What follows belongs to an exercise in optimizing a design on an open flow for small area, a short achievable clock period and few clock cycles per item; a production flow would make more cautious choices. At most, simulation tests tie the RTL to the original design; equivalence was not proved. Only the layout flow was run in runs 2 and 3; the RTL was not checked for function there. Power is estimated from default activity; no workload was simulated.

==> flow/design.v, too long to show whole: its modules and the start of the top module <==
// module voice_regs: 64 lines
// module frame_sequencer: 21 lines
// module phase_stage: 40 lines
// module envelope_stage: 76 lines
// module mix_stage: 867 lines
// module psg_top: 56 lines
module psg_top
(
	input  logic                clk_i,
	input  logic                rst_i,
	input  logic                wr_i,
	input  logic [ADR_W-1:0]    adr_i,
	input  logic [DATA_W-1:0]   dat_i,
	input  logic                credit_i,
	output logic                sample_valid_o,
	output logic [SAMPLE_W-1:0] aud_o
);
  // ...
==> flow/run.sh <==
#!/bin/bash
# synth_recipe.tcl (not shown) runs the flow's synth.tcl, then flattens the netlist and writes it again
# the make line also repeats each setting of config.mk as NAME=value (left out here)
make -C /OpenROAD-flow-scripts/flow DESIGN_CONFIG=/design/flow/config.mk WORK_HOME=/design/flow/orfs CLKGATE_MAP_FILE= SYNTH_SCRIPT=/design/flow/synth_recipe.tcl finish
==> flow/config.mk <==
export PLATFORM = sky130hd
export DESIGN_NAME = psg_top
export DESIGN_NICKNAME = psg_top
export VERILOG_FILES = /design/flow/design.v
export SDC_FILE = /design/flow/constraint.sdc
export NUM_CORES = 4
export LEC_CHECK = 0
export CAP_MARGIN = 20
export CORE_MARGIN = 2
export CORE_UTILIZATION = 40
export SLEW_MARGIN = 20
==> flow/constraint.sdc <==
create_clock -name core_clock -period 11.0 [get_ports {clk_i}]
set_input_delay 2.2000 -clock core_clock [delete_from_list [all_inputs] [get_ports {clk_i}]]
set_output_delay 2.2000 -clock core_clock [all_outputs]
set_load 0.01 [all_outputs]
==> metrics.md, run 1 <==
| Metric | Value |
|---|---|
| Status | `complete, no violations` |
| Most frequent cell after synthesis | `inv_1` |
| CLK BUF | `69` |
| Clk power | `2.00 mW` |
| Initial Util | `0.404` |
| Clk pin slew, worst setup/hold paths | `approximately 0.06 ns` |
| Post-CTS setup buffer count | `0` |
| Metal-1 WL | `just over 50,000 µm` |
| Drt initial violations | `roughly 2,400` |
| Worst setup path end | `aud_o[13]` |
| WHS Endpoint | `u_seq.out_valid_o` |
| Post-Layout Cell Count | `5,477` |
| Critical-path maximum fanout | `4` |
| Nets | `4,894` |
| R2R Setup Slk | `5.62 ns` |
| GR met3 Demand/Resource | `0.0310` |
| Layer with the highest usage | `met2` |
| Largest cell class by area | `multi-input gates` |
| Flops & latches, synth | `roughly 480` |
| Via count | `just under 30,000` |
| Multi-input gates | `2,937` |
| Die W | `about 320 µm` |
| Crit path max-delay family | `compound AO/OA/AOI/OAI gates` |
| WL met3 | `7180 µm` |
| Crit Path Category | `reg2out` |
| Reg power frac | `0.368` |
| Grt met2 use | `0.329` |
| Buf+Inv Stages, Crit Path | `2` |
Testbench counts, summed over its fixed seeds: cycles 4,887, items 4,079.
==> module frame_sequencer, before the edit <==
module frame_sequencer
(
	input  logic clk_i,
	input  logic rst_i,
	input  logic credit_i,
	output logic mul_valid_o,
	output logic vol_valid_o,
	output logic out_valid_o
);
	always_ff @(posedge clk_i) begin
		if (rst_i) begin
			mul_valid_o <= 1'b0;
			vol_valid_o <= 1'b0;
			out_valid_o <= 1'b0;
		end else begin
			mul_valid_o <= credit_i;
			vol_valid_o <= mul_valid_o;
			out_valid_o <= vol_valid_o;
		end
	end
endmodule
==> module phase_stage, before the edit <==
module phase_stage
(
	input  logic               clk_i,
	input  logic               rst_i,
	input  logic [NVOICE*CFG_W-1:0] cfg_i,
	input  logic               step_i,
	output logic [NVOICE*WAVE_W-1:0] wave_o
);
	for (genvar g = 0; g < NVOICE; g++) begin : g_v
		psg_pkg::voice_cfg_t cfg;
		logic [ACC_W-1:0] acc;
		logic [ACC_W-1:0] acc_sum;
		logic [ACC_W-1:0] acc_d;
		logic             zero;
		logic [WAVE_W-1:0] top;
		logic [WAVE_W-1:0] wave;
		logic pulse_q;
		assign cfg = cfg_i[g*CFG_W +: CFG_W];
		assign top = acc[ACC_W-1 -: WAVE_W];
		assign acc_sum = acc + (step_i ? ACC_W'(cfg.freq) : '0);
		assign zero    = rst_i || (step_i && cfg.test);
		assign acc_d   = zero ? '0 : acc_sum;
		always_comb begin
			wave = '0;
			if (cfg.enable) begin
				case (cfg.wave)
				WAVE_SAW:   wave = top;
				WAVE_PULSE: wave = {WAVE_W{pulse_q}};
				WAVE_TRI:   wave = {top[WAVE_W-2:0] ^ {(WAVE_W-1){top[WAVE_W-1]}}, 1'b0};
				default:    wave = '0;
				endcase
			end
		end
		always_ff @(posedge clk_i) begin
			acc     <= acc_d;
			pulse_q <= zero ? (cfg.pw != '0) : (acc_sum[ACC_W-1 -: WAVE_W] < cfg.pw);
		end
		assign wave_o[g*WAVE_W +: WAVE_W] = wave;
	end
endmodule
==> module envelope_stage, before the edit <==
module envelope_stage
(
	input  logic               clk_i,
	input  logic               rst_i,
	input  logic [NVOICE*CFG_W-1:0] cfg_i,
	input  logic               step_i,
	output logic [NVOICE*ENV_W-1:0] level_o
);
	for (genvar g = 0; g < NVOICE; g++) begin : g_v
		psg_pkg::voice_cfg_t cfg;
		psg_pkg::env_state_e state;
		psg_pkg::env_state_e cur_st;
		psg_pkg::env_state_e nxt_st;
		logic [ENV_W-1:0] level;
		logic [ENV_W-1:0] nxt_lvl;
		logic [ENV_W:0]   att_sum;
		logic [ENV_W:0]   sub_dif;
		logic [ENV_W+1:0] ds_cmp;
		logic             above_sus;
		logic             above_dec;
		assign cfg = cfg_i[g*CFG_W +: CFG_W];
		always_comb begin
			cur_st = state;
			if (cfg.gate && (state == ENV_IDLE || state == ENV_RELEASE)) begin
				cur_st = ENV_ATTACK;
			end else if (!cfg.gate && state != ENV_IDLE) begin
				cur_st = ENV_RELEASE;
			end
		end
		assign att_sum   = {1'b0, level} + {1'b0, cfg.attack};
		assign sub_dif   = {1'b0, level} - {1'b0, cfg.gate ? cfg.decay : cfg.relese};
		assign above_sus = level > cfg.sustain;
		assign ds_cmp    = {2'b0, level} + {2'b0, ~cfg.decay} + {2'b0, ~cfg.sustain} + (ENV_W+2)'(1);
		assign above_dec = ds_cmp[ENV_W+1];
		always_comb begin
			nxt_st  = cur_st;
			nxt_lvl = level;
			case (cur_st)
			ENV_ATTACK: begin
				if (att_sum[ENV_W] || &att_sum[ENV_W-1:0]) begin
					nxt_lvl = '1;
					nxt_st  = ENV_DECAY_SUSTAIN;
				end else begin
					nxt_lvl = att_sum[ENV_W-1:0];
				end
			end
			ENV_DECAY_SUSTAIN: begin
				if (above_sus) begin
					nxt_lvl = above_dec ? sub_dif[ENV_W-1:0] : cfg.sustain;
				end
			end
			ENV_RELEASE: begin
				if (!sub_dif[ENV_W] && sub_dif[ENV_W-1:0] != '0) begin
					nxt_lvl = sub_dif[ENV_W-1:0];
				end else begin
					nxt_lvl = '0;
					nxt_st  = ENV_IDLE;
				end
			end
			default: begin
				nxt_lvl = level;
			end
			endcase
		end
		always_ff @(posedge clk_i) begin
			if (rst_i) begin
				state <= ENV_IDLE;
				level <= '0;
			end else if (step_i) begin
				state <= nxt_st;
				level <= nxt_lvl;
			end
		end
		assign level_o[g*ENV_W +: ENV_W] = level;
	end
endmodule
==> module psg_top, before the edit <==
module psg_top
(
	input  logic                clk_i,
	input  logic                rst_i,
	input  logic                wr_i,
	input  logic [ADR_W-1:0]    adr_i,
	input  logic [DATA_W-1:0]   dat_i,
	input  logic                credit_i,
	output logic                sample_valid_o,
	output logic [SAMPLE_W-1:0] aud_o
);
	logic [NVOICE*CFG_W-1:0] cfg;
	logic [VOL_W-1:0] volume;
	logic mul_valid;
	logic vol_valid;
	logic [NVOICE*WAVE_W-1:0] wave;
	logic [NVOICE*ENV_W-1:0]  level;
	voice_regs u_regs (
		.clk_i    (clk_i),
		.rst_i    (rst_i),
		.wr_i     (wr_i),
		.adr_i    (adr_i),
		.dat_i    (dat_i),
		.cfg_o    (cfg),
		.volume_o (volume)
	);
	frame_sequencer u_seq (
		.clk_i       (clk_i),
		.rst_i       (rst_i),
		.credit_i    (credit_i),
		.mul_valid_o (mul_valid),
		.vol_valid_o (vol_valid),
		.out_valid_o (sample_valid_o)
	);
	envelope_stage u_env (
		.clk_i   (clk_i),
		.rst_i   (rst_i),
		.cfg_i   (cfg),
		.step_i  (credit_i),
		.level_o (level)
	);
	phase_stage u_phase (
		.clk_i  (clk_i),
		.rst_i  (rst_i),
		.cfg_i  (cfg),
		.step_i (mul_valid),
		.wave_o (wave)
	);
	mix_stage u_mix (
		.clk_i    (clk_i),
		.wave_i   (wave),
		.level_i  (level),
		.volume_i (volume),
		.aud_o    (aud_o)
	);
endmodule
==> run 2, diff against run 1 <==
--- a/flow/design.v
+++ b/flow/design.v
@@ -124,175 +124,210 @@
 			volume_o <= d[VOL_W-1:0];
 		end
 	end
 endmodule
 `timescale 1ns/1ps
 import psg_pkg::*;
 module frame_sequencer
 (
-	input  logic clk_i,
-	input  logic rst_i,
-	input  logic credit_i,
-	output logic mul_valid_o,
-	output logic vol_valid_o,
-	output logic out_valid_o
+	input  logic             clk_i,
+	input  logic             rst_i,
+	input  logic             wr_i,
+	input  logic [ADR_W-1:0] adr_i,
+	input  logic             credit_i,
+	output logic [NVOICE-1:0] renew_o,
+	output logic             issue_o,
+	output logic             out_valid_o
 );
+	logic [NVOICE-1:0] renew;
+	logic pend;
+	logic sum_valid;
+	logic vol_valid;
+	assign renew_o = renew;
+	assign issue_o = !(|renew) && (credit_i || pend);
 	always_ff @(posedge clk_i) begin
 		if (rst_i) begin
-			mul_valid_o <= 1'b0;
-			vol_valid_o <= 1'b0;
+			renew       <= '0;
+			pend        <= 1'b0;
+			sum_valid   <= 1'b0;
+			vol_valid   <= 1'b0;
 			out_valid_o <= 1'b0;
 		end else begin
-			mul_valid_o <= credit_i;
-			vol_valid_o <= mul_valid_o;
-			out_valid_o <= vol_valid_o;
+			for (int v = 0; v < NVOICE; v++) begin
+				renew[v] <= wr_i && adr_i[4:2] == 3'(v) && adr_i[1:0] != REG_FREQ;
+			end
+			pend        <= (|renew) ? (credit_i || pend) : (credit_i && pend);
+			sum_valid   <= issue_o;
+			vol_valid   <= sum_valid;
+			out_valid_o <= vol_valid;
 		end
 	end
 endmodule
 `timescale 1ns/1ps
 import psg_pkg::*;
 module phase_stage
 (
 	input  logic               clk_i,
 	input  logic               rst_i,
 	input  logic [NVOICE*CFG_W-1:0] cfg_i,
-	input  logic               step_i,
+	input  logic               issue_i,
 	output logic [NVOICE*WAVE_W-1:0] wave_o
 );
 	for (genvar g = 0; g < NVOICE; g++) begin : g_v
 		psg_pkg::voice_cfg_t cfg;
 		logic [ACC_W-1:0] acc;
-		logic [ACC_W-1:0] acc_sum;
-		logic [ACC_W-1:0] acc_d;
-		logic             zero;
+		logic [ACC_W-1:0] acc_step;
 		logic [WAVE_W-1:0] top;
 		logic [WAVE_W-1:0] wave;
 		logic pulse_q;
+		logic lt_step;
+		logic lt_hold;
 		assign cfg = cfg_i[g*CFG_W +: CFG_W];
 		assign top = acc[ACC_W-1 -: WAVE_W];
-		assign acc_sum = acc + (step_i ? ACC_W'(cfg.freq) : '0);
-		assign zero    = rst_i || (step_i && cfg.test);
-		assign acc_d   = zero ? '0 : acc_sum;
+		assign acc_step = cfg.test ? '0 : acc + ACC_W'(cfg.freq);
+		assign lt_step  = acc_step[ACC_W-1 -: WAVE_W] < cfg.pw;
+		assign lt_hold  = top < cfg.pw;
 		always_comb begin
 			wave = '0;
 			if (cfg.enable) begin
 				case (cfg.wave)
 				WAVE_SAW:   wave = top;
 				WAVE_PULSE: wave = {WAVE_W{pulse_q}};
 				WAVE_TRI:   wave = {top[WAVE_W-2:0] ^ {(WAVE_W-1){top[WAVE_W-1]}}, 1'b0};
 				default:    wave = '0;
 				endcase
 			end
 		end
 		always_ff @(posedge clk_i) begin
-			acc     <= acc_d;
-			pulse_q <= zero ? (cfg.pw != '0) : (acc_sum[ACC_W-1 -: WAVE_W] < cfg.pw);
+			if (rst_i) begin
+				acc <= '0;
+			end else if (issue_i) begin
+				acc <= acc_step;
+			end
+		end
+		always_ff @(posedge clk_i) begin
+			if (rst_i) begin
+				pulse_q <= 1'b0;
+			end else begin
+				pulse_q <= issue_i ? lt_step : lt_hold;
+			end
 		end
 		assign wave_o[g*WAVE_W +: WAVE_W] = wave;
 	end
 endmodule
 `timescale 1ns/1ps
 import psg_pkg::*;
 module envelope_stage
 (
 	input  logic               clk_i,
 	input  logic               rst_i,
 	input  logic [NVOICE*CFG_W-1:0] cfg_i,
-	input  logic               step_i,
+	input  logic [NVOICE-1:0]  renew_i,
+	input  logic               issue_i,
 	output logic [NVOICE*ENV_W-1:0] level_o
 );
 	for (genvar g = 0; g < NVOICE; g++) begin : g_v
 		psg_pkg::voice_cfg_t cfg;
-		psg_pkg::env_state_e state;
 		psg_pkg::env_state_e cur_st;
 		psg_pkg::env_state_e nxt_st;
-		logic [ENV_W-1:0] level;
+		logic [ENV_W-1:0] cur_lvl;
 		logic [ENV_W-1:0] nxt_lvl;
+		psg_pkg::env_state_e in_st;
+		psg_pkg::env_state_e gate_st;
+		psg_pkg::env_state_e st_d;
+		logic [ENV_W-1:0] in_lvl;
+		logic [ENV_W-1:0] lvl_d;
 		logic [ENV_W:0]   att_sum;
 		logic [ENV_W:0]   sub_dif;
 		logic [ENV_W+1:0] ds_cmp;
 		logic             above_sus;
 		logic             above_dec;
 		assign cfg = cfg_i[g*CFG_W +: CFG_W];
+		assign in_st  = renew_i[g] ? cur_st : nxt_st;
+		assign in_lvl = renew_i[g] ? cur_lvl : nxt_lvl;
 		always_comb begin
-			cur_st = state;
-			if (cfg.gate && (state == ENV_IDLE || state == ENV_RELEASE)) begin
-				cur_st = ENV_ATTACK;
-			end else if (!cfg.gate && state != ENV_IDLE) begin
-				cur_st = ENV_RELEASE;
+			gate_st = in_st;
+			if (cfg.gate && (in_st == ENV_IDLE || in_st == ENV_RELEASE)) begin
+				gate_st = ENV_ATTACK;
+			end else if (!cfg.gate && in_st != ENV_IDLE) begin
+				gate_st = ENV_RELEASE;
 			end
 		end
-		assign att_sum   = {1'b0, level} + {1'b0, cfg.attack};
-		assign sub_dif   = {1'b0, level} - {1'b0, cfg.gate ? cfg.decay : cfg.relese};
-		assign above_sus = level > cfg.sustain;
-		assign ds_cmp    = {2'b0, level} + {2'b0, ~cfg.decay} + {2'b0, ~cfg.sustain} + (ENV_W+2)'(1);
+		assign att_sum   = {1'b0, in_lvl} + {1'b0, cfg.attack};
+		assign sub_dif   = {1'b0, in_lvl} - {1'b0, cfg.gate ? cfg.decay : cfg.relese};
+		assign above_sus = in_lvl > cfg.sustain;
+		assign ds_cmp    = {2'b0, in_lvl} + {2'b0, ~cfg.decay} + {2'b0, ~cfg.sustain} + (ENV_W+2)'(1);
 		assign above_dec = ds_cmp[ENV_W+1];
 		always_comb begin
-			nxt_st  = cur_st;
-			nxt_lvl = level;
-			case (cur_st)
+			st_d  = gate_st;
+			lvl_d = in_lvl;
+			case (gate_st)
 			ENV_ATTACK: begin
 				if (att_sum[ENV_W] || &att_sum[ENV_W-1:0]) begin
-					nxt_lvl = '1;
-					nxt_st  = ENV_DECAY_SUSTAIN;
+					lvl_d = '1;
+					st_d  = ENV_DECAY_SUSTAIN;
 				end else begin
-					nxt_lvl = att_sum[ENV_W-1:0];
+					lvl_d = att_sum[ENV_W-1:0];
 				end
 			end
 			ENV_DECAY_SUSTAIN: begin
 				if (above_sus) begin
-					nxt_lvl = above_dec ? sub_dif[ENV_W-1:0] : cfg.sustain;
+					lvl_d = above_dec ? sub_dif[ENV_W-1:0] : cfg.sustain;
 				end
 			end
 			ENV_RELEASE: begin
 				if (!sub_dif[ENV_W] && sub_dif[ENV_W-1:0] != '0) begin
-					nxt_lvl = sub_dif[ENV_W-1:0];
+					lvl_d = sub_dif[ENV_W-1:0];
 				end else begin
-					nxt_lvl = '0;
-					nxt_st  = ENV_IDLE;
+					lvl_d = '0;
+					st_d  = ENV_IDLE;
 				end
 			end
 			default: begin
-				nxt_lvl = level;
+				lvl_d = in_lvl;
 			end
 			endcase
 		end
 		always_ff @(posedge clk_i) begin
 			if (rst_i) begin
-				state <= ENV_IDLE;
-				level <= '0;
-			end else if (step_i) begin
-				state <= nxt_st;
-				level <= nxt_lvl;
+				cur_st  <= ENV_IDLE;
+				cur_lvl <= '0;
+				nxt_st  <= ENV_IDLE;
+				nxt_lvl <= '0;
+			end else if (renew_i[g] || issue_i) begin
+				nxt_st  <= st_d;
+				nxt_lvl <= lvl_d;
+				if (issue_i) begin
+					cur_st  <= nxt_st;
+					cur_lvl <= nxt_lvl;
+				end
 			end
 		end
-		assign level_o[g*ENV_W +: ENV_W] = level;
+		assign level_o[g*ENV_W +: ENV_W] = nxt_lvl;
 	end
 endmodule
 `timescale 1ns/1ps
 import psg_pkg::*;
 module mix_stage
 (
 	input  logic                     clk_i,
 	input  logic [NVOICE*WAVE_W-1:0] wave_i,
 	input  logic [NVOICE*ENV_W-1:0]  level_i,
 	input  logic [VOL_W-1:0]         volume_i,
 	output logic [SAMPLE_W-1:0]      aud_o
 );
 	logic [NVOICE*WAVE_W*ENV_W-1:0] pp;
 	logic [ENV_W-1:0] lo_a0, lo_b0, lo_a1, lo_b1, lo_a2, lo_b2, lo_a3, lo_b3;
 	logic [ENV_W:0]   lo_s0, lo_s1, lo_s2, lo_s3;
-	logic [MIX_W-1:0] row_d0, row_q0, row_d1, row_q1, row_d2, row_q2;
+	logic [MIX_W-1:0] row_d0, row_q0, row_d1, row_q1, row_d2, row_q2, row_d3, row_q3;
 	logic [NVOICE-1:0] cy_d;
 	logic [NVOICE-1:0] cy_q;
-	logic [MIX_W-1:0] sum_a, sum_b, sum;
-	logic [MIX_W+VOL_W-1:0] vol_a, vol_b;
-	logic [SAMPLE_W-1:0] out_a_q, out_b_q;
-	logic out_c_q;
+	logic [MIX_W-1:0] sum_a, sum_b, sum_q;
+	logic [MIX_W+VOL_W-1:0] vol_a, vol_b, scaled;
 	logic s1, c2, s3, c4, s5, c6, s7, c8, s9, c10, s11, c12, s13, c14, s15, c16;
 	logic s17, c18, s19, c20, s21, c22, s23, c24, s25, c26, s27, c28, s29, c30, s31, c32;
 	logic s33, c34, s35, c36, s37, c38, s39, c40, s41, c42, s43, c44, s45, c46, s47, c48;
 	logic s49, c50, s51, c52, s53, c54, s55, c56, s57, c58, s59, c60, s61, c62, s63, c64;
 	logic s65, c66, s67, c68, s69, c70, s71, c72, s73, c74, s75, c76, s77, c78, s79, c80;
 	logic s81, c82, s83, c84, s85, c86, s87, c88, s89, c90, s91, c92, s93, c94, s95, c96;
 	logic s97, c98, s99, c100, s101, c102, s103, c104, s105, c106, s107, c108, s109, c110, s111, c112;
 	logic s113, c114, s115, c116, s117, c118, s119, c120, s121, c122, s123, c124, s125, c126, s127, c128;
@@ -974,172 +1009,172 @@
 	assign s615 = s571 ^ c566 ^ s573;
 	assign c616 = (s571 & c566) | (s571 & s573) | (c566 & s573);
 	assign s617 = c568 ^ c570 ^ s575;
 	assign c618 = (c568 & c570) | (c568 & s575) | (c570 & s575);
 	assign s619 = s577 ^ c518 ^ c572;
 	assign c620 = (s577 & c518) | (s577 & c572) | (c518 & c572);
 	assign s621 = s579 ^ c574 ^ c576;
 	assign c622 = (s579 & c574) | (s579 & c576) | (c574 & c576);
-	assign s623 = s449 ^ s519;
-	assign c624 = s449 & s519;
-	assign s625 = s525 ^ c582 ^ s585;
-	assign c626 = (s525 & c582) | (s525 & s585) | (c582 & s585);
-	assign s627 = c586 ^ c584 ^ s587;
-	assign c628 = (c586 & c584) | (c586 & s587) | (c584 & s587);
-	assign s629 = c588 ^ s591 ^ c590;
-	assign c630 = (c588 & s591) | (c588 & c590) | (s591 & c590);
-	assign s631 = c592 ^ s595 ^ c594;
-	assign c632 = (c592 & s595) | (c592 & c594) | (s595 & c594);
-	assign s633 = s599 ^ c596 ^ c598;
-	assign c634 = (s599 & c596) | (s599 & c598) | (c596 & c598);
-	assign s635 = c600 ^ s603 ^ c602;
-	assign c636 = (c600 & s603) | (c600 & c602) | (s603 & c602);
-	assign s637 = c604 ^ s607 ^ c606;
-	assign c638 = (c604 & s607) | (c604 & c606) | (s607 & c606);
-	assign s639 = s611 ^ c608 ^ s613;
-	assign c640 = (s611 & c608) | (s611 & s613) | (c608 & s613);
-	assign s641 = s615 ^ c612 ^ c614;
-	assign c642 = (s615 & c612) | (s615 & c614) | (c612 & c614);
-	assign s643 = s619 ^ c616 ^ c618;
-	assign c644 = (s619 & c616) | (s619 & c618) | (c616 & c618);
-	assign s645 = c578 ^ c580 ^ c620;
-	assign c646 = (c578 & c580) | (c578 & c620) | (c580 & c620);
-	assign s647 = cy_q[0] ^ cy_q[1];
-	assign c648 = cy_q[0] & cy_q[1];
-	assign s649 = cy_q[2] ^ cy_q[3] ^ row_q0[0];
-	assign c650 = (cy_q[2] & cy_q[3]) | (cy_q[2] & row_q0[0]) | (cy_q[3] & row_q0[0]);
-	assign s651 = row_q0[1] ^ row_q1[1];
-	assign c652 = row_q0[1] & row_q1[1];
-	assign s653 = row_q1[0] ^ row_q2[0];
-	assign c654 = row_q1[0] & row_q2[0];
-	assign s655 = row_q2[1] ^ c648 ^ s651;
-	assign c656 = (row_q2[1] & c648) | (row_q2[1] & s651) | (c648 & s651);
-	assign s657 = row_q0[2] ^ row_q1[2] ^ row_q2[2];
-	assign c658 = (row_q0[2] & row_q1[2]) | (row_q0[2] & row_q2[2]) | (row_q1[2] & row_q2[2]);
-	assign s659 = row_q0[3] ^ row_q1[3];
-	assign c660 = row_q0[3] & row_q1[3];
-	assign s661 = row_q0[4] ^ row_q1[4];
-	assign c662 = row_q0[4] & row_q1[4];
-	assign s663 = row_q0[5] ^ row_q1[5];
-	assign c664 = row_q0[5] & row_q1[5];
-	assign s665 = row_q0[6] ^ row_q1[6];
-	assign c666 = row_q0[6] & row_q1[6];
-	assign s667 = row_q0[7] ^ row_q1[7];
-	assign c668 = row_q0[7] & row_q1[7];
-	assign s669 = row_q0[8] ^ row_q1[8];
-	assign c670 = row_q0[8] & row_q1[8];
-	assign s671 = row_q0[9] ^ row_q1[9];
-	assign c672 = row_q0[9] & row_q1[9];
-	assign s673 = row_q0[10] ^ row_q1[10];
-	assign c674 = row_q0[10] & row_q1[10];
-	assign s675 = row_q0[11] ^ row_q1[11];
-	assign c676 = row_q0[11] & row_q1[11];
-	assign s677 = row_q0[12] ^ row_q1[12];
-	assign c678 = row_q0[12] & row_q1[12];
-	assign s679 = row_q0[13] ^ row_q1[13];
-	assign c680 = row_q0[13] & row_q1[13];
-	assign s681 = s647 ^ s653;
-	assign c682 = s647 & s653;
-	assign s683 = c654 ^ c650 ^ s655;
-	assign c684 = (c654 & c650) | (c654 & s655) | (c650 & s655);
-	assign s685 = c652 ^ s657 ^ c656;
-	assign c686 = (c652 & s657) | (c652 & c656) | (s657 & c656);
-	assign s687 = row_q2[3] ^ s659 ^ c658;
-	assign c688 = (row_q2[3] & s659) | (row_q2[3] & c658) | (s659 & c658);
-	assign s689 = row_q2[4] ^ c660 ^ s661;
-	assign c690 = (row_q2[4] & c660) | (row_q2[4] & s661) | (c660 & s661);
-	assign s691 = row_q2[5] ^ c662 ^ s663;
-	assign c692 = (row_q2[5] & c662) | (row_q2[5] & s663) | (c662 & s663);
-	assign s693 = row_q2[6] ^ c664 ^ s665;
-	assign c694 = (row_q2[6] & c664) | (row_q2[6] & s665) | (c664 & s665);
-	assign s695 = row_q2[7] ^ c666 ^ s667;
-	assign c696 = (row_q2[7] & c666) | (row_q2[7] & s667) | (c666 & s667);
-	assign s697 = row_q2[8] ^ c668 ^ s669;
-	assign c698 = (row_q2[8] & c668) | (row_q2[8] & s669) | (c668 & s669);
-	assign s699 = row_q2[9] ^ c670 ^ s671;
-	assign c700 = (row_q2[9] & c670) | (row_q2[9] & s671) | (c670 & s671);
-	assign s701 = row_q2[10] ^ c672 ^ s673;
-	assign c702 = (row_q2[10] & c672) | (row_q2[10] & s673) | (c672 & s673);
-	assign s703 = row_q2[11] ^ c674 ^ s675;
-	assign c704 = (row_q2[11] & c674) | (row_q2[11] & s675) | (c674 & s675);
-	assign s705 = row_q2[12] ^ c676 ^ s677;
-	assign c706 = (row_q2[12] & c676) | (row_q2[12] & s677) | (c676 & s677);
-	assign s707 = row_q2[13] ^ c678 ^ s679;
-	assign c708 = (row_q2[13] & c678) | (row_q2[13] & s679) | (c678 & s679);
-	assign s709 = (sum[0] & volume_i[3]) ^ (sum[1] & volume_i[2]);
-	assign c710 = (sum[0] & volume_i[3]) & (sum[1] & volume_i[2]);
-	assign s711 = (sum[1] & volume_i[3]) ^ (sum[2] & volume_i[2]) ^ (sum[3] & volume_i[1]);
-	assign c712 = ((sum[1] & volume_i[3]) & (sum[2] & volume_i[2])) | ((sum[1] & volume_i[3]) & (sum[3] & volume_i[1])) | ((sum[2] & volume_i[2]) & (sum[3] & volume_i[1]));
-	assign s713 = (sum[2] & volume_i[3]) ^ (sum[3] & volume_i[2]) ^ (sum[4] & volume_i[1]);
-	assign c714 = ((sum[2] & volume_i[3]) & (sum[3] & volume_i[2])) | ((sum[2] & volume_i[3]) & (sum[4] & volume_i[1])) | ((sum[3] & volume_i[2]) & (sum[4] & volume_i[1]));
-	assign s715 = (sum[3] & volume_i[3]) ^ (sum[4] & volume_i[2]) ^ (sum[5] & volume_i[1]);
-	assign c716 = ((sum[3] & volume_i[3]) & (sum[4] & volume_i[2])) | ((sum[3] & volume_i[3]) & (sum[5] & volume_i[1])) | ((sum[4] & volume_i[2]) & (sum[5] & volume_i[1]));
-	assign s717 = (sum[4] & volume_i[3]) ^ (sum[5] & volume_i[2]) ^ (sum[6] & volume_i[1]);
-	assign c718 = ((sum[4] & volume_i[3]) & (sum[5] & volume_i[2])) | ((sum[4] & volume_i[3]) & (sum[6] & volume_i[1])) | ((sum[5] & volume_i[2]) & (sum[6] & volume_i[1]));
-	assign s719 = (sum[5] & volume_i[3]) ^ (sum[6] & volume_i[2]) ^ (sum[7] & volume_i[1]);
-	assign c720 = ((sum[5] & volume_i[3]) & (sum[6] & volume_i[2])) | ((sum[5] & volume_i[3]) & (sum[7] & volume_i[1])) | ((sum[6] & volume_i[2]) & (sum[7] & volume_i[1]));
-	assign s721 = (sum[6] & volume_i[3]) ^ (sum[7] & volume_i[2]) ^ (sum[8] & volume_i[1]);
-	assign c722 = ((sum[6] & volume_i[3]) & (sum[7] & volume_i[2])) | ((sum[6] & volume_i[3]) & (sum[8] & volume_i[1])) | ((sum[7] & volume_i[2]) & (sum[8] & volume_i[1]));
-	assign s723 = (sum[10] & volume_i[0]) ^ (sum[7] & volume_i[3]) ^ (sum[8] & volume_i[2]);
-	assign c724 = ((sum[10] & volume_i[0]) & (sum[7] & volume_i[3])) | ((sum[10] & volume_i[0]) & (sum[8] & volume_i[2])) | ((sum[7] & volume_i[3]) & (sum[8] & volume_i[2]));
-	assign s725 = (sum[10] & volume_i[1]) ^ (sum[11] & volume_i[0]) ^ (sum[8] & volume_i[3]);
-	assign c726 = ((sum[10] & volume_i[1]) & (sum[11] & volume_i[0])) | ((sum[10] & volume_i[1]) & (sum[8] & volume_i[3])) | ((sum[11] & volume_i[0]) & (sum[8] & volume_i[3]));
-	assign s727 = (sum[10] & volume_i[2]) ^ (sum[11] & volume_i[1]) ^ (sum[12] & volume_i[0]);
-	assign c728 = ((sum[10] & volume_i[2]) & (sum[11] & volume_i[1])) | ((sum[10] & volume_i[2]) & (sum[12] & volume_i[0])) | ((sum[11] & volume_i[1]) & (sum[12] & volume_i[0]));
-	assign s729 = (sum[10] & volume_i[3]) ^ (sum[11] & volume_i[2]) ^ (sum[12] & volume_i[1]);
-	assign c730 = ((sum[10] & volume_i[3]) & (sum[11] & volume_i[2])) | ((sum[10] & volume_i[3]) & (sum[12] & volume_i[1])) | ((sum[11] & volume_i[2]) & (sum[12] & volume_i[1]));
-	assign s731 = (sum[11] & volume_i[3]) ^ (sum[12] & volume_i[2]);
-	assign c732 = (sum[11] & volume_i[3]) & (sum[12] & volume_i[2]);
-	assign s733 = (sum[0] & volume_i[2]) ^ (sum[1] & volume_i[1]);
-	assign c734 = (sum[0] & volume_i[2]) & (sum[1] & volume_i[1]);
-	assign s735 = (sum[2] & volume_i[1]) ^ (sum[3] & volume_i[0]) ^ s709;
-	assign c736 = ((sum[2] & volume_i[1]) & (sum[3] & volume_i[0])) | ((sum[2] & volume_i[1]) & s709) | ((sum[3] & volume_i[0]) & s709);
-	assign s737 = (sum[4] & volume_i[0]) ^ c710 ^ s711;
-	assign c738 = ((sum[4] & volume_i[0]) & c710) | ((sum[4] & volume_i[0]) & s711) | (c710 & s711);
-	assign s739 = (sum[5] & volume_i[0]) ^ c712 ^ s713;
-	assign c740 = ((sum[5] & volume_i[0]) & c712) | ((sum[5] & volume_i[0]) & s713) | (c712 & s713);
-	assign s741 = (sum[6] & volume_i[0]) ^ c714 ^ s715;
-	assign c742 = ((sum[6] & volume_i[0]) & c714) | ((sum[6] & volume_i[0]) & s715) | (c714 & s715);
-	assign s743 = (sum[7] & volume_i[0]) ^ c716 ^ s717;
-	assign c744 = ((sum[7] & volume_i[0]) & c716) | ((sum[7] & volume_i[0]) & s717) | (c716 & s717);
-	assign s745 = (sum[8] & volume_i[0]) ^ c718 ^ s719;
-	assign c746 = ((sum[8] & volume_i[0]) & c718) | ((sum[8] & volume_i[0]) & s719) | (c718 & s719);
-	assign s747 = (sum[9] & volume_i[0]) ^ c720 ^ s721;
-	assign c748 = ((sum[9] & volume_i[0]) & c720) | ((sum[9] & volume_i[0]) & s721) | (c720 & s721);
-	assign s749 = (sum[9] & volume_i[1]) ^ c722 ^ s723;
-	assign c750 = ((sum[9] & volume_i[1]) & c722) | ((sum[9] & volume_i[1]) & s723) | (c722 & s723);
-	assign s751 = (sum[9] & volume_i[2]) ^ c724 ^ s725;
-	assign c752 = ((sum[9] & volume_i[2]) & c724) | ((sum[9] & volume_i[2]) & s725) | (c724 & s725);
-	assign s753 = (sum[9] & volume_i[3]) ^ c726 ^ s727;
-	assign c754 = ((sum[9] & volume_i[3]) & c726) | ((sum[9] & volume_i[3]) & s727) | (c726 & s727);
-	assign s755 = (sum[13] & volume_i[0]) ^ c728 ^ s729;
-	assign c756 = ((sum[13] & volume_i[0]) & c728) | ((sum[13] & volume_i[0]) & s729) | (c728 & s729);
-	assign s757 = (sum[13] & volume_i[1]) ^ s731 ^ c730;
-	assign c758 = ((sum[13] & volume_i[1]) & s731) | ((sum[13] & volume_i[1]) & c730) | (s731 & c730);
-	assign s759 = (sum[12] & volume_i[3]) ^ (sum[13] & volume_i[2]) ^ c732;
-	assign c760 = ((sum[12] & volume_i[3]) & (sum[13] & volume_i[2])) | ((sum[12] & volume_i[3]) & c732) | ((sum[13] & volume_i[2]) & c732);
-	assign row_d0 = {1'b0, c646, s645, s621, s617, c610, s609, s605, s601, s597, c628, c626, c624, s521};
-	assign row_d1 = {1'b0, 1'b0, c622, c642, c640, s639, c636, c634, c632, c630, s593, s589, s583, s581};
-	assign row_d2 = {1'b0, 1'b0, c644, s643, s641, c638, s637, s635, s633, s631, s629, s627, s625, s623};
+	assign s623 = cy_q[0] ^ cy_q[1] ^ cy_q[2];
+	assign c624 = (cy_q[0] & cy_q[1]) | (cy_q[0] & cy_q[2]) | (cy_q[1] & cy_q[2]);
+	assign s625 = cy_q[3] ^ row_q0[0] ^ row_q1[0];
+	assign c626 = (cy_q[3] & row_q0[0]) | (cy_q[3] & row_q1[0]) | (row_q0[0] & row_q1[0]);
+	assign s627 = row_q0[1] ^ row_q1[1] ^ row_q2[1];
+	assign c628 = (row_q0[1] & row_q1[1]) | (row_q0[1] & row_q2[1]) | (row_q1[1] & row_q2[1]);
+	assign s629 = row_q0[2] ^ row_q1[2];
+	assign c630 = row_q0[2] & row_q1[2];
+	assign s631 = row_q0[3] ^ row_q1[3];
+	assign c632 = row_q0[3] & row_q1[3];
+	assign s633 = row_q0[4] ^ row_q1[4];
+	assign c634 = row_q0[4] & row_q1[4];
+	assign s635 = row_q0[5] ^ row_q1[5];
+	assign c636 = row_q0[5] & row_q1[5];
+	assign s637 = row_q0[6] ^ row_q1[6];
+	assign c638 = row_q0[6] & row_q1[6];
+	assign s639 = row_q0[7] ^ row_q1[7];
+	assign c640 = row_q0[7] & row_q1[7];
+	assign s641 = row_q0[8] ^ row_q1[8];
+	assign c642 = row_q0[8] & row_q1[8];
+	assign s643 = row_q0[9] ^ row_q1[9];
+	assign c644 = row_q0[9] & row_q1[9];
+	assign s645 = row_q0[10] ^ row_q1[10];
+	assign c646 = row_q0[10] & row_q1[10];
+	assign s647 = row_q0[11] ^ row_q1[11];
+	assign c648 = row_q0[11] & row_q1[11];
+	assign s649 = row_q0[12] ^ row_q1[12];
+	assign c650 = row_q0[12] & row_q1[12];
+	assign s651 = row_q0[13] ^ row_q1[13];
+	assign c652 = row_q0[13] & row_q1[13];
+	assign s653 = row_q2[0] ^ row_q3[0];
+	assign c654 = row_q2[0] & row_q3[0];
+	assign s655 = row_q3[1] ^ c624 ^ c626;
+	assign c656 = (row_q3[1] & c624) | (row_q3[1] & c626) | (c624 & c626);
+	assign s657 = row_q2[2] ^ row_q3[2] ^ s629;
+	assign c658 = (row_q2[2] & row_q3[2]) | (row_q2[2] & s629) | (row_q3[2] & s629);
+	assign s659 = row_q2[3] ^ row_q3[3] ^ c630;
+	assign c660 = (row_q2[3] & row_q3[3]) | (row_q2[3] & c630) | (row_q3[3] & c630);
+	assign s661 = row_q2[4] ^ row_q3[4] ^ c632;
+	assign c662 = (row_q2[4] & row_q3[4]) | (row_q2[4] & c632) | (row_q3[4] & c632);
+	assign s663 = row_q2[5] ^ row_q3[5] ^ c634;
+	assign c664 = (row_q2[5] & row_q3[5]) | (row_q2[5] & c634) | (row_q3[5] & c634);
+	assign s665 = row_q2[6] ^ row_q3[6] ^ c636;
+	assign c666 = (row_q2[6] & row_q3[6]) | (row_q2[6] & c636) | (row_q3[6] & c636);
+	assign s667 = row_q2[7] ^ row_q3[7] ^ c638;
+	assign c668 = (row_q2[7] & row_q3[7]) | (row_q2[7] & c638) | (row_q3[7] & c638);
+	assign s669 = row_q2[8] ^ row_q3[8] ^ c640;
+	assign c670 = (row_q2[8] & row_q3[8]) | (row_q2[8] & c640) | (row_q3[8] & c640);
+	assign s671 = row_q2[9] ^ row_q3[9] ^ c642;
+	assign c672 = (row_q2[9] & row_q3[9]) | (row_q2[9] & c642) | (row_q3[9] & c642);
+	assign s673 = row_q2[10] ^ row_q3[10] ^ c644;
+	assign c674 = (row_q2[10] & row_q3[10]) | (row_q2[10] & c644) | (row_q3[10] & c644);
+	assign s675 = row_q2[11] ^ row_q3[11] ^ c646;
+	assign c676 = (row_q2[11] & row_q3[11]) | (row_q2[11] & c646) | (row_q3[11] & c646);
+	assign s677 = row_q2[12] ^ row_q3[12] ^ c648;
+	assign c678 = (row_q2[12] & row_q3[12]) | (row_q2[12] & c648) | (row_q3[12] & c648);
+	assign s679 = row_q2[13] ^ row_q3[13] ^ c650;
+	assign c680 = (row_q2[13] & row_q3[13]) | (row_q2[13] & c650) | (row_q3[13] & c650);
+	assign s681 = s653 ^ s623;
+	assign c682 = s653 & s623;
+	assign s683 = c654 ^ s627 ^ s655;
+	assign c684 = (c654 & s627) | (c654 & s655) | (s627 & s655);
+	assign s685 = c628 ^ s657 ^ c656;
+	assign c686 = (c628 & s657) | (c628 & c656) | (s657 & c656);
+	assign s687 = s631 ^ s659 ^ c658;
+	assign c688 = (s631 & s659) | (s631 & c658) | (s659 & c658);
+	assign s689 = s633 ^ c660 ^ s661;
+	assign c690 = (s633 & c660) | (s633 & s661) | (c660 & s661);
+	assign s691 = s635 ^ c662 ^ s663;
+	assign c692 = (s635 & c662) | (s635 & s663) | (c662 & s663);
+	assign s693 = s637 ^ c664 ^ s665;
+	assign c694 = (s637 & c664) | (s637 & s665) | (c664 & s665);
+	assign s695 = s639 ^ c666 ^ s667;
+	assign c696 = (s639 & c666) | (s639 & s667) | (c666 & s667);
+	assign s697 = s641 ^ c668 ^ s669;
+	assign c698 = (s641 & c668) | (s641 & s669) | (c668 & s669);
+	assign s699 = s643 ^ c670 ^ s671;
+	assign c700 = (s643 & c670) | (s643 & s671) | (c670 & s671);
+	assign s701 = s645 ^ c672 ^ s673;
+	assign c702 = (s645 & c672) | (s645 & s673) | (c672 & s673);
+	assign s703 = s647 ^ c674 ^ s675;
+	assign c704 = (s647 & c674) | (s647 & s675) | (c674 & s675);
+	assign s705 = s649 ^ c676 ^ s677;
+	assign c706 = (s649 & c676) | (s649 & s677) | (c676 & s677);
+	assign s707 = s651 ^ c678 ^ s679;
+	assign c708 = (s651 & c678) | (s651 & s679) | (c678 & s679);
+	assign s709 = (sum_q[0] & volume_i[3]) ^ (sum_q[1] & volume_i[2]);
+	assign c710 = (sum_q[0] & volume_i[3]) & (sum_q[1] & volume_i[2]);
+	assign s711 = (sum_q[1] & volume_i[3]) ^ (sum_q[2] & volume_i[2]) ^ (sum_q[3] & volume_i[1]);
+	assign c712 = ((sum_q[1] & volume_i[3]) & (sum_q[2] & volume_i[2])) | ((sum_q[1] & volume_i[3]) & (sum_q[3] & volume_i[1])) | ((sum_q[2] & volume_i[2]) & (sum_q[3] & volume_i[1]));
+	assign s713 = (sum_q[2] & volume_i[3]) ^ (sum_q[3] & volume_i[2]) ^ (sum_q[4] & volume_i[1]);
+	assign c714 = ((sum_q[2] & volume_i[3]) & (sum_q[3] & volume_i[2])) | ((sum_q[2] & volume_i[3]) & (sum_q[4] & volume_i[1])) | ((sum_q[3] & volume_i[2]) & (sum_q[4] & volume_i[1]));
+	assign s715 = (sum_q[3] & volume_i[3]) ^ (sum_q[4] & volume_i[2]) ^ (sum_q[5] & volume_i[1]);
+	assign c716 = ((sum_q[3] & volume_i[3]) & (sum_q[4] & volume_i[2])) | ((sum_q[3] & volume_i[3]) & (sum_q[5] & volume_i[1])) | ((sum_q[4] & volume_i[2]) & (sum_q[5] & volume_i[1]));
+	assign s717 = (sum_q[4] & volume_i[3]) ^ (sum_q[5] & volume_i[2]) ^ (sum_q[6] & volume_i[1]);
+	assign c718 = ((sum_q[4] & volume_i[3]) & (sum_q[5] & volume_i[2])) | ((sum_q[4] & volume_i[3]) & (sum_q[6] & volume_i[1])) | ((sum_q[5] & volume_i[2]) & (sum_q[6] & volume_i[1]));
+	assign s719 = (sum_q[5] & volume_i[3]) ^ (sum_q[6] & volume_i[2]) ^ (sum_q[7] & volume_i[1]);
+	assign c720 = ((sum_q[5] & volume_i[3]) & (sum_q[6] & volume_i[2])) | ((sum_q[5] & volume_i[3]) & (sum_q[7] & volume_i[1])) | ((sum_q[6] & volume_i[2]) & (sum_q[7] & volume_i[1]));
+	assign s721 = (sum_q[6] & volume_i[3]) ^ (sum_q[7] & volume_i[2]) ^ (sum_q[8] & volume_i[1]);
+	assign c722 = ((sum_q[6] & volume_i[3]) & (sum_q[7] & volume_i[2])) | ((sum_q[6] & volume_i[3]) & (sum_q[8] & volume_i[1])) | ((sum_q[7] & volume_i[2]) & (sum_q[8] & volume_i[1]));
+	assign s723 = (sum_q[10] & volume_i[0]) ^ (sum_q[7] & volume_i[3]) ^ (sum_q[8] & volume_i[2]);
+	assign c724 = ((sum_q[10] & volume_i[0]) & (sum_q[7] & volume_i[3])) | ((sum_q[10] & volume_i[0]) & (sum_q[8] & volume_i[2])) | ((sum_q[7] & volume_i[3]) & (sum_q[8] & volume_i[2]));
+	assign s725 = (sum_q[10] & volume_i[1]) ^ (sum_q[11] & volume_i[0]) ^ (sum_q[8] & volume_i[3]);
+	assign c726 = ((sum_q[10] & volume_i[1]) & (sum_q[11] & volume_i[0])) | ((sum_q[10] & volume_i[1]) & (sum_q[8] & volume_i[3])) | ((sum_q[11] & volume_i[0]) & (sum_q[8] & volume_i[3]));
+	assign s727 = (sum_q[10] & volume_i[2]) ^ (sum_q[11] & volume_i[1]) ^ (sum_q[12] & volume_i[0]);
+	assign c728 = ((sum_q[10] & volume_i[2]) & (sum_q[11] & volume_i[1])) | ((sum_q[10] & volume_i[2]) & (sum_q[12] & volume_i[0])) | ((sum_q[11] & volume_i[1]) & (sum_q[12] & volume_i[0]));
+	assign s729 = (sum_q[10] & volume_i[3]) ^ (sum_q[11] & volume_i[2]) ^ (sum_q[12] & volume_i[1]);
+	assign c730 = ((sum_q[10] & volume_i[3]) & (sum_q[11] & volume_i[2])) | ((sum_q[10] & volume_i[3]) & (sum_q[12] & volume_i[1])) | ((sum_q[11] & volume_i[2]) & (sum_q[12] & volume_i[1]));
+	assign s731 = (sum_q[11] & volume_i[3]) ^ (sum_q[12] & volume_i[2]);
+	assign c732 = (sum_q[11] & volume_i[3]) & (sum_q[12] & volume_i[2]);
+	assign s733 = (sum_q[0] & volume_i[2]) ^ (sum_q[1] & volume_i[1]);
+	assign c734 = (sum_q[0] & volume_i[2]) & (sum_q[1] & volume_i[1]);
+	assign s735 = (sum_q[2] & volume_i[1]) ^ (sum_q[3] & volume_i[0]) ^ s709;
+	assign c736 = ((sum_q[2] & volume_i[1]) & (sum_q[3] & volume_i[0])) | ((sum_q[2] & volume_i[1]) & s709) | ((sum_q[3] & volume_i[0]) & s709);
+	assign s737 = (sum_q[4] & volume_i[0]) ^ c710 ^ s711;
+	assign c738 = ((sum_q[4] & volume_i[0]) & c710) | ((sum_q[4] & volume_i[0]) & s711) | (c710 & s711);
+	assign s739 = (sum_q[5] & volume_i[0]) ^ c712 ^ s713;
+	assign c740 = ((sum_q[5] & volume_i[0]) & c712) | ((sum_q[5] & volume_i[0]) & s713) | (c712 & s713);
+	assign s741 = (sum_q[6] & volume_i[0]) ^ c714 ^ s715;
+	assign c742 = ((sum_q[6] & volume_i[0]) & c714) | ((sum_q[6] & volume_i[0]) & s715) | (c714 & s715);
+	assign s743 = (sum_q[7] & volume_i[0]) ^ c716 ^ s717;
+	assign c744 = ((sum_q[7] & volume_i[0]) & c716) | ((sum_q[7] & volume_i[0]) & s717) | (c716 & s717);
+	assign s745 = (sum_q[8] & volume_i[0]) ^ c718 ^ s719;
+	assign c746 = ((sum_q[8] & volume_i[0]) & c718) | ((sum_q[8] & volume_i[0]) & s719) | (c718 & s719);
+	assign s747 = (sum_q[9] & volume_i[0]) ^ c720 ^ s721;
+	assign c748 = ((sum_q[9] & volume_i[0]) & c720) | ((sum_q[9] & volume_i[0]) & s721) | (c720 & s721);
+	assign s749 = (sum_q[9] & volume_i[1]) ^ c722 ^ s723;
+	assign c750 = ((sum_q[9] & volume_i[1]) & c722) | ((sum_q[9] & volume_i[1]) & s723) | (c722 & s723);
+	assign s751 = (sum_q[9] & volume_i[2]) ^ c724 ^ s725;
+	assign c752 = ((sum_q[9] & volume_i[2]) & c724) | ((sum_q[9] & volume_i[2]) & s725) | (c724 & s725);
+	assign s753 = (sum_q[9] & volume_i[3]) ^ c726 ^ s727;
+	assign c754 = ((sum_q[9] & volume_i[3]) & c726) | ((sum_q[9] & volume_i[3]) & s727) | (c726 & s727);
+	assign s755 = (sum_q[13] & volume_i[0]) ^ c728 ^ s729;
+	assign c756 = ((sum_q[13] & volume_i[0]) & c728) | ((sum_q[13] & volume_i[0]) & s729) | (c728 & s729);
+	assign s757 = (sum_q[13] & volume_i[1]) ^ s731 ^ c730;
+	assign c758 = ((sum_q[13] & volume_i[1]) & s731) | ((sum_q[13] & volume_i[1]) & c730) | (s731 & c730);
+	assign s759 = (sum_q[12] & volume_i[3]) ^ (sum_q[13] & volume_i[2]) ^ c732;
+	assign c760 = ((sum_q[12] & volume_i[3]) & (sum_q[13] & volume_i[2])) | ((sum_q[12] & volume_i[3]) & c732) | ((sum_q[13] & volume_i[2]) & c732);
+	assign row_d0 = {1'b0, 1'b0, c578, s619, s615, s611, c604, c600, s599, c592, c588, c586, s525, s449};
+	assign row_d1 = {1'b0, 1'b0, c580, c616, c612, c608, s607, s603, c596, s595, s591, c584, c582, s519};
+	assign row_d2 = {1'b0, 1'b0, c620, c618, c614, s613, c606, c602, c598, c594, c590, s587, s585, s521};
+	assign row_d3 = {1'b0, 1'b0, c622, s621, s617, c610, s609, s605, s601, s597, s593, s589, s583, s581};
 	assign cy_d = {lo_s3[8], lo_s2[8], lo_s1[8], lo_s0[8]};
-	assign sum_a = {c706, c704, c702, c700, c698, c696, c694, c692, c690, s689, s687, s685, c682, s649};
-	assign sum_b = {s707, s705, s703, s701, s699, s697, s695, s693, s691, c688, c686, c684, s683, s681};
-	assign sum = sum_a + sum_b;
-	assign vol_a = {1'b0, (sum[13] & volume_i[3]), s759, c756, c754, c752, c750, c748, c746, c744, c742, c740, c738, c736, c734, (sum[2] & volume_i[0]), (sum[0] & volume_i[1]), (sum[0] & volume_i[0])};
-	assign vol_b = {1'b0, c760, c758, s757, s755, s753, s751, s749, s747, s745, s743, s741, s739, s737, s735, s733, (sum[1] & volume_i[0]), 1'b0};
-	assign aud_o = out_a_q + out_b_q + SAMPLE_W'(out_c_q);
+	assign sum_a = {c706, c704, c702, c700, c698, c696, c694, c692, c690, c688, s687, c684, c682, s625};
+	assign sum_b = {s707, s705, s703, s701, s699, s697, s695, s693, s691, s689, c686, s685, s683, s681};
+	assign vol_a = {1'b0, (sum_q[13] & volume_i[3]), s759, c756, c754, c752, c750, c748, c746, c744, c742, c740, c738, c736, c734, (sum_q[2] & volume_i[0]), (sum_q[0] & volume_i[1]), (sum_q[0] & volume_i[0])};
+	assign vol_b = {1'b0, c760, c758, s757, s755, s753, s751, s749, s747, s745, s743, s741, s739, s737, s735, s733, (sum_q[1] & volume_i[0]), 1'b0};
+	assign scaled = vol_a + vol_b;
 	always_ff @(posedge clk_i) begin
 		row_q0 <= row_d0;
 		row_q1 <= row_d1;
 		row_q2 <= row_d2;
+		row_q3 <= row_d3;
 		cy_q  <= cy_d;
-		out_a_q <= vol_a[MIX_W+VOL_W-1:2];
-		out_b_q <= vol_b[MIX_W+VOL_W-1:2];
-		out_c_q <= (vol_a[1] & vol_b[1]) | ((vol_a[1] ^ vol_b[1]) & vol_a[0] & vol_b[0]);
+		sum_q <= sum_a + sum_b;
+		aud_o <= scaled[MIX_W+VOL_W-1:2];
 	end
 endmodule
 `timescale 1ns/1ps
 import psg_pkg::*;
 module psg_top
 (
 	input  logic                clk_i,
 	input  logic                rst_i,
@@ -1147,50 +1182,53 @@
 	input  logic [ADR_W-1:0]    adr_i,
 	input  logic [DATA_W-1:0]   dat_i,
 	input  logic                credit_i,
 	output logic                sample_valid_o,
 	output logic [SAMPLE_W-1:0] aud_o
 );
 	logic [NVOICE*CFG_W-1:0] cfg;
 	logic [VOL_W-1:0] volume;
-	logic mul_valid;
-	logic vol_valid;
+	logic [NVOICE-1:0] renew;
+	logic issue;
 	logic [NVOICE*WAVE_W-1:0] wave;
 	logic [NVOICE*ENV_W-1:0]  level;
 	voice_regs u_regs (
 		.clk_i    (clk_i),
 		.rst_i    (rst_i),
 		.wr_i     (wr_i),
 		.adr_i    (adr_i),
 		.dat_i    (dat_i),
 		.cfg_o    (cfg),
 		.volume_o (volume)
 	);
 	frame_sequencer u_seq (
 		.clk_i       (clk_i),
 		.rst_i       (rst_i),
+		.wr_i        (wr_i),
+		.adr_i       (adr_i),
 		.credit_i    (credit_i),
-		.mul_valid_o (mul_valid),
-		.vol_valid_o (vol_valid),
+		.renew_o     (renew),
+		.issue_o     (issue),
 		.out_valid_o (sample_valid_o)
 	);
 	envelope_stage u_env (
 		.clk_i   (clk_i),
 		.rst_i   (rst_i),
 		.cfg_i   (cfg),
-		.step_i  (credit_i),
+		.renew_i (renew),
+		.issue_i (issue),
 		.level_o (level)
 	);
 	phase_stage u_phase (
-		.clk_i  (clk_i),
-		.rst_i  (rst_i),
-		.cfg_i  (cfg),
-		.step_i (mul_valid),
-		.wave_o (wave)
+		.clk_i   (clk_i),
+		.rst_i   (rst_i),
+		.cfg_i   (cfg),
+		.issue_i (issue),
+		.wave_o  (wave)
 	);
 	mix_stage u_mix (
 		.clk_i    (clk_i),
 		.wave_i   (wave),
 		.level_i  (level),
 		.volume_i (volume),
 		.aud_o    (aud_o)
 	);
==> run 2 against run 1 <==
  * Clock power grew about 20%
  * Sequential power grew 11%
  * Total power grew 14%
  * First-iteration DRC count grew 31%
  * Still clean
  * Flip-flop and latch count grew 55
  * Non-clock buffer count grew 8
  * Clock-buffer cell count grew 13
  * Critical path depth grew 1
  * Global-route usage grew 1.5 points
==> metrics.md, run 2 <==
| Metric | Value |
|---|---|
| Placed cell count | `between 5,000 and 6,000` |
| Via density | `5.53` |
| Critical path arrival | `about 5.6 ns` |
| Global routing usage on met1 | `0.315` |
| H-tree levels | `3` |
| Syn. warnings | `15` |
| Resized cells post-CTS | `0` |
| Clk_skew | `0.0453 ns` |
| Most frequent cells in the layout | `inv_1 (565), nand2_1 (436), ha_1 (411), fa_1 (342), a21oi_1 (315)` |
| Flip-flop count of the largest register after layout | `96` |
| Post-Route WL | `127,000 µm` |
| Row cnt | `about 120` |
| Nets | `5,438 (+11%)` |
| Slew Limit Fails | `0` |
| Area growth syn-to-layout | `10.3%` |
| Initial DRT Pass Iterations | `8` |
| Hold Buf Count CTS | `0` |
| Synthesized area per cell | `9.38 µm²` |
| Clk pin slew, worst setup/hold paths | `0.06 ns (about the same)` |
| Via count | `33,800 (+14%)` |
| RSZ-0062 raised after global routing | `no` |
| Core area | `109,000 µm²` |
| Registers with the most flip-flops | `u_phase.g_v.acc: 96 flops, u_regs.freq_q: 64 flops, u_regs.pw_q: 48 flops` |
| Yosys cell types | `84` |
| Number of routed nets with antenna violations | `0` |
| I/O Buffers | `57` |
| PwrDens | `144 nW/µm²` |
| Post-synth EDFFs | `264` |
| Die W | `335 µm (+4.7%)` |
| Final min period | `5.07 ns` |
| GPL Wtd Cong | `0.936` |
| Gate power share | `0.296` |
| Grt met2 use | `0.362 (+0.0329)` |
| CTS max path bufs | `3` |
| Sum Neg Setup Slack | `0 ns` |
| Final Hold Viols | `0` |
| CTS tree | `done` |
| Worst VDD drop | `0.145 mV` |
| Initial antenna violation count | `12` |
| Final worst slack | `5.93 ns` |
| Static Leak | `21.7 nW` |
| Internal power | `approximately 4.6 mW` |
| Post-layout util | `0.444` |
| Critical-path maximum fanout | `12 (+8)` |
| # DRC | `0` |
| Most frequent cell after synthesis | `inv_1` |
| Post-Layout Cell Count | `6,116 (+12%)` |
| Fmax | `~200 MHz` |
| Setup violators final | `0` |
| Reg power frac | `0.359 (-0.009)` |
| Sequential area share after synthesis | `0.305` |
| First-pass GRT wire length | `198,000 µm` |
| Initial Util | `0.403 (-0.00166)` |
| Clock latency at the later pin of the worst-skew pair | `between 0.6 and 0.7 ns` |
| Async set-or-reset flop fraction in the synthesized netlist | `0` |
| Clk network pwr share | `0.345` |
| Most common cell after layout, fill and taps aside | `inv_1` |
| Cell type with the largest total area after synthesis | `edfxtp_1` |
| Crit. End Element | `flip-flop` |
| Switch Pwr | `2.39 mW` |
| Crit share post-route | `0.461` |
| Layout cells sized above 1 | `0.0555` |
| Num Clock Sinks | `534` |
| Worst hold slack | `between 0.4 and 0.5 ns` |
| Top-level port count | `between 50 and 60` |
| Drt initial violations | `3,160 (+31%)` |
| Die Area | `112,000 µm²` |
| Detailed Place HPWL | `95,000 µm` |
| Status | `complete, no violations` |
| Switch share | `0.345` |
| Syn Inst Count | `~4,700` |
| Pre-CTS WS | `~5.9 ns` |
| Routed wire per std cell | `approximately 21 µm` |
| Worst Path Required | `around 11 ns` |
| Ranking of synthesized cells by area | `edfxtp_1 (18%), fa_1 (16%), dfxtp_1 (12%)` |
| Main synth FF type | `dfxtp_1` |
| Total gr overflow | `0` |
| Crit Path Category | `reg2reg` |
| Die Y | `335 µm` |
| Syn_nets | `5,454` |
| Post-CTS setup buffer count | `0 (unchanged)` |
| Flops & latches, synth | `534 (+11%)` |
| Startpoint Class | `flip-flop` |
| Max Cap Viol | `0` |
| Rel. slew slack | `0.339` |
| Pin count of the biggest net entering global routing | `between 100 and 150` |
| Total CTS buffers | `68` |
| Layer with the highest usage | `met2` |
| FILL cells | `approximately 10,000` |
| Tot GR Track Use | `0.229` |
| Post-Syn Area | `about 44,000 µm²` |
| Worst-Margin Slew | `0.991 ns` |
| Largest reg by FF count | `u_phase.g_v.acc` |
| Hold crit path type | `reg2reg` |
| Root Buffer | `clkbuf_16` |
| Yosys top cell area share | `0.181` |
| GR met3 Demand/Resource | `0.0359 (+0.00488)` |
| Top cells by count, synth | `inv_1 (565), nand2_1 (436), ha_1 (411)` |
| Vias in the first global route | `33,600` |
-- run 2: worst paths after layout --
| check | from | end | slack (ns) | cells past startpoint |
|---|---|---|---|---|
| min reg2reg | u_seq.vol_valid | u_seq.out_valid_o | 0.44 | 1 |
| min | u_seq.vol_valid | u_seq.out_valid_o | 0.44 | 1 |
| max reg2reg | u_regs.wave_q[2][0] | u_mix.row_q3[4] | 5.93 | 12 |
| max | u_regs.wave_q[2][0] | u_mix.row_q3[4] | 5.93 | 12 |
-- run 2: per-layer routing --
layer  wire length [µm]  vias up  part of all wire
li1                   -    16000                 -
met1              56700    16400              0.44
met2              56800     1159              0.45
met3               8790      228             0.069
met4               5110        0             0.040
met5                  0        -                 0
-- run 2: area by class of cell --
type	count	area (µm²)	share of cell area
multi-input cells	3369	27600	0.573
inverters	565	2120	0.0440
well taps	1414	1770	0.0367
clock inverters	44	582	0.0121
clock buffers	82	1840	0.0381
flip-flops and latches	534	13300	0.276
repair buffers	106	955	0.0198
diodes	2	5.00	0.000104
-- run 2: power by group through the flow --
stage               Combinational (mW)  Clock, mW  Sequential, mW
floorplan                         1.52          0            2.43
global placement                  2.00          0            2.53
detailed placement                2.03          0            2.53
CTS                               2.05       2.45            2.49
global route                      2.31       2.52            2.51
finish                            2.06       2.40            2.49
-- run 2: kinds of logic after synthesis --
kind of cell,Yosys count,share of synthesized area
flops,534,0.305
simple gates,1376,0.154
mux,82,0.0198
buf+inv,757,0.0653
xor+xnor,197,0.0395
compound gates,961,0.142
fa+ha+maj,753,0.274
-- run 2: worst max-delay path, cell delays in order (launching register included) --
cell and delay [ns]:
edfxtp_1 0.42, inv_1 0.28, nand2_1 0.30, o22ai_1 0.59
and2_1 0.27, nand2_1 0.09, fa_1 0.54, fa_1 0.52
fa_1 0.42, fa_1 0.45, fa_1 0.53, inv_1 0.05
fa_1 0.44
-- run 2: stage by stage --
stage	cell area, µm²	power (mW)
2_1_floorplan	43700	3.95
3_3_place_gp	45800	4.53
3_5_place_dp	45800	4.57
4_1_cts	48200	6.99
5_1_grt	48200	7.35
6_report	48200	6.95
==> run 3, diff against run 2 <==
--- a/flow/config.mk
+++ b/flow/config.mk
@@ -8,4 +8,5 @@
 export CAP_MARGIN = 20
 export CORE_MARGIN = 2
 export CORE_UTILIZATION = 40
+export SETUP_SLACK_MARGIN = 5
 export SLEW_MARGIN = 20
==> run 3 against run 2 <==
  * Core utilization unchanged
  * Non-clock buffer count unchanged
  * Highest routed layer unchanged
  * Critical endpoint unchanged
  * Die area unchanged
  * Critical path depth unchanged
  * Area after synthesis unchanged
  * Largest cell class unchanged
  * Still clean on timing, DRC and antenna
==> metrics.md, run 3 <==
| Metric | Value |
|---|---|
| Gate power share | `0.296 (about the same)` |
| Most common cell after layout, fill and taps aside | `inv_1` |
| Crit Path Category | `reg2reg` |
| Area growth syn-to-layout | `10.3% (unchanged)` |
| Post-Route WL | `127,000 µm (unchanged)` |
| Post-synth EDFFs | `264 (unchanged)` |
| Worst VDD drop | `0.145 mV (unchanged)` |
| Routed wire per std cell | `20.8 µm (unchanged)` |
| Switch share | `0.345 (unchanged)` |
| GR met3 Demand/Resource | `0.0359 (unchanged)` |
| Fmax | `197 MHz (unchanged)` |
| Setup violators final | `0 (unchanged)` |
| Hold crit path type | `reg2reg` |
| Top-level port count | `58 (unchanged)` |
| Number of routed nets with antenna violations | `0 (unchanged)` |
| Worst-Margin Slew | `0.991 ns (unchanged)` |
| Detailed Place HPWL | `95,000 µm (unchanged)` |
| CTS max path bufs | `3 (unchanged)` |
| Row cnt | `121 (unchanged)` |
| Drt initial violations | `3,160 (unchanged)` |
| Final Hold Viols | `0 (unchanged)` |
| Num Clock Sinks | `534 (unchanged)` |
| FF-to-FF End | `u_mix.row_q3[4]` |
| Initial Util | `0.403 (unchanged)` |
| Crit path top cell by count | `fa_1` |
| R2R Setup Slk | `5.93 ns (about the same)` |
| CTS tree | `done` |
| Final min period | `5.07 ns (unchanged)` |
| Post-Layout Cell Count | `6,116 (unchanged)` |
| Flops & latches, synth | `534 (unchanged)` |
| Placed cell count | `5,988 (unchanged)` |
| Flip-flop count of the largest register after layout | `96 (unchanged)` |
| # DRC | `0 (unchanged)` |
| Total CTS buffers | `68 (unchanged)` |
| Post-Syn Area | `43,700 µm² (unchanged)` |
| Clock latency at the later pin of the worst-skew pair | `0.66 ns (about the same)` |
| Via count | `33,800 (unchanged)` |
| Top cells by count, synth | `inv_1 (565), nand2_1 (436), ha_1 (411)` |
| Largest reg by FF count | `u_phase.g_v.acc` |
| Critical-path maximum fanout | `12 (unchanged)` |
| Yosys cell types | `84 (unchanged)` |
| Grt met2 use | `0.362 (unchanged)` |
| Cells on worst reg2reg path | `12 (unchanged)` |
| Slowest cell delay on critical path | `0.59 ns (about the same)` |
| Status | `complete, no violations` |
| Initial DRT Pass Iterations | `8 (unchanged)` |
| Startpoint Class | `flip-flop` |
| Critical path arrival | `5.57 ns (about the same)` |
| Layout cells sized above 1 | `0.0555 (unchanged)` |
| WHS Endpoint | `u_seq.out_valid_o` |
| Internal power | `4.55 mW (unchanged)` |
| Async set-or-reset flop fraction in the synthesized netlist | `0 (unchanged)` |
| Root Buffer | `clkbuf_16` |
| Sum Neg Setup Slack | `0 ns (unchanged)` |
| Nets | `5,438 (unchanged)` |
| Hold Buf Count CTS | `0 (unchanged)` |
| Reg power frac | `0.359 (about the same)` |
| Switch Pwr | `2.39 mW (unchanged)` |
| Hold_sp | `u_seq.vol_valid` |
| Clk_skew | `0.0453 ns (unchanged)` |
| Pin count of the biggest net entering global routing | `113 (unchanged)` |
| RSZ-0062 raised after global routing | `no` |
| Rel. slew slack | `0.339 (unchanged)` |
| Post-CTS setup buffer count | `0 (unchanged)` |
| PwrDens | `144 nW/µm² (unchanged)` |
| Worst Path Required | `11.49 ns (about the same)` |
| Sequential area share after synthesis | `0.305 (unchanged)` |
| Global routing usage on met1 | `0.315 (unchanged)` |
| Reg2reg start | `u_regs.wave_q[2][0]` |
| Max stage delay cell, worst path | `o22ai_1` |
| Yosys top cell area share | `0.181 (unchanged)` |
| Most frequent cells in the layout | `inv_1 (565), nand2_1 (436), ha_1 (411), fa_1 (342), a21oi_1 (315)` |
| Slew Limit Fails | `0 (unchanged)` |
| Total gr overflow | `0 (unchanged)` |
| Resized cells post-CTS | `0 (unchanged)` |
| Most frequent cell after synthesis | `inv_1` |
| Via density | `5.53 (unchanged)` |
| Initial antenna violation count | `12 (unchanged)` |
| Main synth FF type | `dfxtp_1` |
| FILL cells | `10,400 (unchanged)` |
| Crit. End Element | `flip-flop` |
| Die Area | `112,000 µm² (unchanged)` |
| Cell type with the largest total area after synthesis | `edfxtp_1` |
| Die W | `335 µm (unchanged)` |
| Ranking of synthesized cells by area | `edfxtp_1 (18%), fa_1 (16%), dfxtp_1 (12%)` |
| First-pass GRT wire length | `198,000 µm (unchanged)` |
| Syn. warnings | `15 (unchanged)` |
| Registers with the most flip-flops | `u_phase.g_v.acc: 96 flops, u_regs.freq_q: 64 flops, u_regs.pw_q: 48 flops` |
| Clk network pwr share | `0.345 (about the same)` |
| Tot GR Track Use | `0.229 (unchanged)` |
| Hold Path Cell Cnt | `1 (unchanged)` |
| Critical-path cell list | `inv_1 > nand2_1 > o22ai_1 > and2_1 > nand2_1 > fa_1 > fa_1 > fa_1 > fa_1 > fa_1 > inv_1 > fa_1` |
| Syn_nets | `5,454 (unchanged)` |
| Die Y | `335 µm (unchanged)` |
| Max Cap Viol | `0 (unchanged)` |
| H-tree levels | `3 (unchanged)` |
| Synthesized area per cell | `9.38 µm² (unchanged)` |
| Vias in the first global route | `33,600 (unchanged)` |
| Clk pin slew, worst setup/hold paths | `0.06 ns (about the same)` |
| GPL Wtd Cong | `0.936 (unchanged)` |
| Core area | `109,000 µm² (unchanged)` |
| Syn Inst Count | `4,660 (unchanged)` |
| I/O Buffers | `57 (unchanged)` |
| Static Leak | `21.7 nW (unchanged)` |
| Crit share post-route | `0.461 (unchanged)` |
| Layer with the highest usage | `met2` |
## run 3: cell counts after synthesis
Identical to the previous run, type by type.
## run 3: layout make-up
class,count,area [µm²],share of cell area
multi-input combinational,3369,27600,0.573
clock inverter,44,582,0.0121
inverter,565,2120,0.0440
clock buffer,82,1840,0.0381
antenna,2,5.00,0.000104
tap,1414,1770,0.0367
sequential,534,13300,0.276
timing repair buffer,106,955,0.0198
## run 3: power by group through the flow
stage          clock network (mW)  logic (mW)  registers (mW)
4_1_cts                      2.45        2.05            2.49
5_1_grt                      2.52        2.31            2.51
2_1_floorplan                   0        1.52            2.43
3_5_place_dp                    0        2.03            2.53
6_report                     2.40        2.06            2.49
3_3_place_gp                    0        2.00            2.53
## run 3: cells by family after synthesis
family	after synthesis	synth area share
xor gates and xnor gates	197	0.0395
adders and majority gates	753	0.274
DFF	534	0.305
muxes	82	0.0198
buffers and inverters	757	0.0653
AOI/OAI and AO/OA	961	0.142
and+or+nand+nor	1376	0.154
## run 3: how the worst max path moves through the flow
stage                        start                      end  slack [ns]  depth (start not counted)
6_report       u_regs.wave_q[2][0]          u_mix.row_q3[4]        5.93                         12
3_3_place_gp              credit_i  u_env.g_v[2].nxt_lvl[0]        5.87                          8
5_1_grt             u_seq.renew[3]  u_env.g_v[3].nxt_lvl[7]        5.56                         17
4_1_cts        u_regs.wave_q[2][0]          u_mix.row_q3[4]        6.00                         12
3_5_place_dp              credit_i  u_env.g_v[2].nxt_lvl[0]        5.86                          8
2_1_floorplan                rst_i    u_regs.attack_q[0][0]        6.09                          5
## run 3: critical path: cells and delay by family (launching register included)
family / cells / cell delay [ns]
flip-flops: 1 / 0.42
AND/OR/NAND/NOR: 3 / 0.66
AO/OA/AOI/OAI: 1 / 0.59
buffers and inverters: 2 / 0.33
adder cells (fa/ha/maj): 6 / 2.90
## run 3: layer usage
metal | vias to the layer above | share of wire
met5 | - | 0
met4 | 0 | 0.040
met3 | 228 | 0.069
met2 | 1159 | 0.45
met1 | 16400 | 0.44
li1 | 16000 | -
## run 3: through the flow
stage | hold slack (ns) | setup WS [ns] | area [µm²] | utilization | power [mW]
global placement | 0.425 | 5.87 | 45800 | 0.422 | 4.53
global route | 0.464 | 5.56 | 48200 | 0.444 | 7.35
CTS | 0.452 | 6.00 | 48200 | 0.444 | 6.99
floorplan | 0.414 | 6.09 | 43700 | - | 3.95
detailed placement | 0.439 | 5.86 | 45800 | 0.422 | 4.57
finish | 0.443 | 5.93 | 48200 | 0.444 | 6.95

Re-timed with assumed drivers on the ports (clkbuf_16 on the clock, buf_2 on other inputs), run 3 has 5.925 ns of setup slack against 5.925 ns with ideal ports, and 5.843 ns once port delays also move by the mid clock arrival of 0.704 ns.
